This is an optimization exercise on Yosys and OpenROAD, whose aim is small area, a short achievable clock period and few clock cycles, not a production implementation. In this exercise RTL edits were held to simulation tests only and were not proved equivalent to the original. Power is estimated from default activity; no workload was simulated.

==> flow/design.v <==
package art_pkg;
  localparam int unsigned ENTRIES_DEF      = 64;
  localparam int unsigned MAX_SUBJECTS_DEF = 16;
  localparam int unsigned MAX_OBJECTS_DEF  = 16;
  localparam int unsigned CFG_W = 5;
  localparam int unsigned LIST_MAX = 16;
  localparam logic [2:0] MODE_ADD  = 3'd0;
  localparam logic [2:0] MODE_REM  = 3'd1;
  localparam logic [2:0] MODE_NEW  = 3'd2;
  localparam logic [2:0] MODE_DEL  = 3'd3;
  localparam logic [2:0] MODE_OCC  = 3'd4;
  localparam logic [2:0] MODE_LIST = 3'd5;
  localparam logic [1:0] ST_DONE = 2'd0;
  localparam logic [1:0] ST_NEW  = 2'd1;
  localparam logic [1:0] ST_NONE = 2'd2;
  localparam logic [1:0] ST_FULL = 2'd3;
  localparam logic CFG_INIT_SUBJ = 1'b0;
  localparam logic CFG_OBJ_CNT   = 1'b1;
  localparam logic [1:0] RIGHTS_RW = 2'b11;
  typedef struct packed {
    logic start;     
    logic scan;      
    logic append;    
    logic finish;    
    logic emit;      
  } art_cmd_t;
  typedef struct packed {
    logic scan_done;   
    logic list_left;   
  } art_sts_t;
endpackage
module access_rights_table_unit
#(
  parameter int unsigned ENTRIES      = art_pkg::ENTRIES_DEF,
  parameter int unsigned MAX_SUBJECTS = art_pkg::MAX_SUBJECTS_DEF,
  parameter int unsigned MAX_OBJECTS  = art_pkg::MAX_OBJECTS_DEF
) (
  input  logic             clk_i,
  input  logic             rst_ni,
  input  logic             cfg_we_i,
  input  logic             cfg_idx_i,
  input  logic [art_pkg::CFG_W-1:0] cfg_data_i,
  input  logic             s_axis_tvalid,
  output logic             s_axis_tready,
  input  logic [15:0]      s_axis_tdata,   
  output logic             m_axis_tvalid,
  input  logic             m_axis_tready,
  output logic [31:0]      m_axis_tdata,   
  output logic             m_axis_tlast
);
  localparam int N = 64;
  logic        hv_q, sv_q;           
  logic [12:0] hc_q, sc_q;           
  logic        push, pop;
  assign s_axis_tready = !sv_q;
  assign push = s_axis_tvalid && !sv_q;
  logic [2:0] mode;
  logic [3:0] cs, co;
  logic [1:0] cm;
  assign mode = hc_q[2:0];
  assign cs   = hc_q[6:3];
  assign co   = hc_q[10:7];
  assign cm   = hc_q[12:11];
  logic m_add, m_rem, m_new, m_del, m_occ, m_list;
  assign m_add  = (mode == art_pkg::MODE_ADD);
  assign m_rem  = (mode == art_pkg::MODE_REM);
  assign m_new  = (mode == art_pkg::MODE_NEW);
  assign m_del  = (mode == art_pkg::MODE_DEL);
  assign m_occ  = (mode == art_pkg::MODE_OCC);
  assign m_list = (mode == art_pkg::MODE_LIST);
  logic [3:0] subj_q [0:N-1];
  logic [3:0] obj_q  [0:N-1];
  logic [1:0] rts_q  [0:N-1];
  logic [6:0] count_q;
  logic [3:0] hi_q;                  
  logic [15:0] gone_q;
  logic [4:0] added_q, init_q, objs_q;
  logic       first_q;               
  logic       dany_q;                
  logic [N-1:0] lmask_q;             
  logic        ov_q, ol_q;
  logic [31:0] od_q;
  logic step;
  assign step = hv_q && (!ov_q || m_axis_tready);
  logic       use_s, use_o;
  logic [3:0] key_s;
  assign use_s = !m_list;
  assign use_o = m_add || m_rem || m_list;
  assign key_s = m_occ ? hi_q : cs;
  logic [N-1:0] valid, mt, p;
  always_comb begin
    for (int i = 0; i < N; i++) begin
      valid[i] = (rts_q[i] != 2'b00);
      mt[i] = valid[i] && (!use_s || subj_q[i] == key_s) && (!use_o || obj_q[i] == co);
      p[i]  = mt[i] && (!m_list || first_q || lmask_q[i]);
    end
  end
  logic [N-1:0] sfx [0:6];
  always_comb begin
    sfx[0] = p;
    for (int l = 0; l < 6; l++)
      for (int i = 0; i < N; i++)
        sfx[l+1][i] = sfx[l][i] | ((i + (1 << l) < N) ? sfx[l][i + (1 << l)] : 1'b0);
  end
  logic [N-1:0] above, hsel;
  logic any_p, multi;
  always_comb begin
    for (int i = 0; i < N; i++) begin
      above[i] = (i + 1 < N) ? sfx[6][i+1] : 1'b0;
      hsel[i]  = p[i] && !above[i];
    end
    any_p = sfx[6][0];
    multi = |(p & above);
  end
  logic [N-1:0] pre [0:6];
  always_comb begin
    pre[0] = valid;
    for (int l = 0; l < 6; l++)
      for (int i = 0; i < N; i++)
        pre[l+1][i] = pre[l][i] & ((i >= (1 << l)) ? pre[l][i - (1 << l)] : 1'b1);
  end
  logic [3:0] hsubj;
  logic       remz;
  always_comb begin
    hsubj = '0;
    remz = 1'b0;
    for (int i = 0; i < N; i++) begin
      hsubj = hsubj | (hsel[i] ? subj_q[i] : 4'b0);
      remz = remz | (p[i] && ((rts_q[i] & ~cm) == 2'b00));
    end
  end
  logic [5:0] tot_raw;
  logic       tfull;
  logic [4:0] total;
  assign tot_raw = {1'b0, init_q} + {1'b0, added_q};
  assign tfull = (tot_raw >= 6'd16);
  assign total = tfull ? 5'd16 : tot_raw[4:0];
  logic sub_ok, tfull_tab, ins;
  assign sub_ok = ({1'b0, cs} < total) && !gone_q[cs];
  assign tfull_tab = count_q[6];
  assign ins = step && m_add && !any_p && sub_ok && (cm != 2'b00) && !tfull_tab;
  logic occ_done, emit, done, last;
  assign occ_done = any_p || (count_q == 7'd0);
  always_comb begin
    emit = 1'b1; done = 1'b1; last = 1'b1;
    if (m_del && multi) begin emit = 1'b0; done = 1'b0; end
    if (m_occ && !occ_done) begin emit = 1'b0; done = 1'b0; end
    if (m_list && multi) begin done = 1'b0; last = 1'b0; end
  end
  assign pop = step && done;
  logic [4:0] rows;
  logic [8:0] cells;
  logic [4:0] objc;
  assign objc = (objs_q > 5'd16) ? 5'd16 : objs_q;
  assign rows = (count_q == 7'd0) ? 5'd0 : {1'b0, hi_q} + 5'd1;
  assign cells = 9'(rows * objc);
  logic [1:0] st;
  logic [4:0] so;
  always_comb begin
    st = art_pkg::ST_NONE;
    so = '0;
    unique case (mode)
      art_pkg::MODE_ADD:
        if (any_p) st = art_pkg::ST_DONE;
        else if (sub_ok) begin
          if (cm == 2'b00) st = art_pkg::ST_DONE;
          else if (tfull_tab) st = art_pkg::ST_FULL;
          else st = art_pkg::ST_NEW;
        end
      art_pkg::MODE_REM: if (any_p) st = art_pkg::ST_DONE;
      art_pkg::MODE_NEW:
        if (tfull) begin st = art_pkg::ST_FULL; so = 5'd16; end
        else begin st = art_pkg::ST_DONE; so = total + 5'd1; end
      art_pkg::MODE_DEL: if (any_p || dany_q) st = art_pkg::ST_DONE;
      art_pkg::MODE_OCC: st = art_pkg::ST_DONE;
      art_pkg::MODE_LIST: if (any_p) begin st = art_pkg::ST_DONE; so = {1'b0, hsubj}; end
      default: ;
    endcase
  end
  logic [1:0] rorm, randm;
  assign rorm  = m_add ? cm : 2'b00;
  assign randm = m_rem ? ~cm : (m_add ? 2'b11 : 2'b00);
  always_ff @(posedge clk_i) begin
    for (int i = 0; i < N; i++) begin
      if (ins && (i == 0 || pre[6][(i == 0) ? 0 : i-1])) begin
        subj_q[i] <= (i == 0) ? cs : subj_q[(i == 0) ? 0 : i-1];
        obj_q[i]  <= (i == 0) ? co : obj_q[(i == 0) ? 0 : i-1];
      end
    end
  end
  always_ff @(posedge clk_i or negedge rst_ni) begin
    if (!rst_ni) begin
      for (int i = 0; i < N; i++) rts_q[i] <= 2'b00;
    end else begin
      for (int i = 0; i < N; i++) begin
        if (ins && (i == 0 || pre[6][(i == 0) ? 0 : i-1]))
          rts_q[i] <= (i == 0) ? cm : rts_q[(i == 0) ? 0 : i-1];
        else if (step && (((m_add || m_rem) && p[i]) || (m_del && hsel[i])))
          rts_q[i] <= (rts_q[i] | rorm) & randm;
      end
    end
  end
  always_ff @(posedge clk_i) begin
    if (step) lmask_q <= above;
  end
  always_ff @(posedge clk_i or negedge rst_ni) begin
    if (!rst_ni) begin
      hv_q <= 1'b0; sv_q <= 1'b0; hc_q <= '0; sc_q <= '0;
      count_q <= '0; hi_q <= '0; gone_q <= '0; added_q <= '0;
      init_q <= 5'd2; objs_q <= 5'd2;
      first_q <= 1'b1; dany_q <= 1'b0;
      ov_q <= 1'b0; ol_q <= 1'b0; od_q <= '0;
    end else begin
      if (cfg_we_i) begin
        if (cfg_idx_i == art_pkg::CFG_INIT_SUBJ) init_q <= cfg_data_i;
        else objs_q <= cfg_data_i;
      end
      if (pop) begin
        if (sv_q) begin
          hc_q <= sc_q;
          if (push) sc_q <= s_axis_tdata[12:0];
          else sv_q <= 1'b0;
        end else begin
          hv_q <= push;
          if (push) hc_q <= s_axis_tdata[12:0];
        end
      end else if (push) begin
        if (!hv_q) begin hv_q <= 1'b1; hc_q <= s_axis_tdata[12:0]; end
        else begin sv_q <= 1'b1; sc_q <= s_axis_tdata[12:0]; end
      end
      if (step) begin
        first_q <= done;
        dany_q <= done ? 1'b0 : (dany_q || (m_del && any_p));
      end
      if (ins) count_q <= count_q + 7'd1;
      else if (step && ((m_rem && any_p && remz) || (m_del && any_p)))
        count_q <= count_q - 7'd1;
      if (ins && cs > hi_q) hi_q <= cs;
      else if (step && m_occ && !occ_done) hi_q <= hi_q - 4'd1;
      if (step && m_new && !tfull) added_q <= added_q + 5'd1;
      if (step && m_del && !multi && (any_p || dany_q)) gone_q[cs] <= 1'b1;
      if (step && emit) begin
        ov_q <= 1'b1;
        ol_q <= last;
        od_q <= {4'b0,
                 m_occ ? count_q : 7'd0,
                 m_occ ? cells : 9'd0,
                 m_occ ? rows : 5'd0,
                 so, st};
      end else if (m_axis_tready) ov_q <= 1'b0;
    end
  end
  assign m_axis_tvalid = ov_q;
  assign m_axis_tdata  = od_q;
  assign m_axis_tlast  = ol_q;
endmodule
Settings: LEC_CHECK=0, CAP_MARGIN=20, CORE_MARGIN=2, CORE_UTILIZATION=40, PLACE_DENSITY=0.6, SETUP_SLACK_MARGIN=4.0, SLEW_MARGIN=20; clock period 8.0 ns.
run.sh (not shown) runs the stock make flow with config.mk's settings and CLKGATE_MAP_FILE= SYNTH_SCRIPT=/design/flow/synth_recipe.tcl, a recipe that flattens the netlist after the stock synthesis.
Testbench counts at the start, summed over its fixed seeds: cycles 7,894.
Next try:
SETUP_SLACK_MARGIN = not set   (was 4.0)
After rerunning: Area after synthesis stays the same; worst hold slack degrades by 0.0079 ns; clock power came out higher by about 3%; worst setup slack degrades by 1.5 ns; utilization fell by 6.5 points; power goes down by about 9%; clock skew shrinks by 0.0092 ns; fmax shrinks by 20%; cell area fell by 12%.
Next try:
ABC_CLOCK_PERIOD_IN_PS = 3000   (was not set)
CORE_UTILIZATION = 50   (was 40)
PLACE_DENSITY = 0.65   (was 0.6)
SETUP_SLACK_MARGIN = 4.5   (was not set)
The changed run produced a clean layout; clock power drops by about 4%; die area decreases by 20%; fmax is higher by 26%; design area rose by 15%; first-iteration DRC count goes up by 14%; global-route usage came out higher by 12 points; clock-buffer cell count falls by 1; sequential share of layout area shrinks by 6.0 points; wire length increases by 10%; synthesized cell count stays the same; hold slack improved by 0.0030 ns.

port drivers added, routing unchanged:
How much do the figures lean on ideal ports? The routed layouts below were timed once more, with nothing changed but the port constraints.
Step 1 assumes that a clkbuf_16 drives the clock port and a buf_2 every other input.
Step 2, shift: input delay + t, output delay - t, t = (earliest + latest rising clock arrival at the registers) / 2. This alone moves slack from input paths to output paths.
a / b / c = no drivers / after step 1 / after step 2; a / b = the first two.
run | t, ns | setup slack, ns | hold slack, ns | worst data-port slew with drivers (ns) | cell pins on the clock port's net
the first run | 0.805 | 2.232 / 2.232 / 2.232 | 0.466 / 0.466 / 0.466 | 0.05 | 1
the second run | 0.760 | 0.756 / 0.756 / 0.756 | 0.458 / 0.458 / 0.458 | 0.05 | 1
the third run | 0.770 | 2.240 / 2.240 / 2.240 | 0.462 / 0.462 / 0.462 | 0.05 | 1
After both steps every run listed still meets setup and hold.
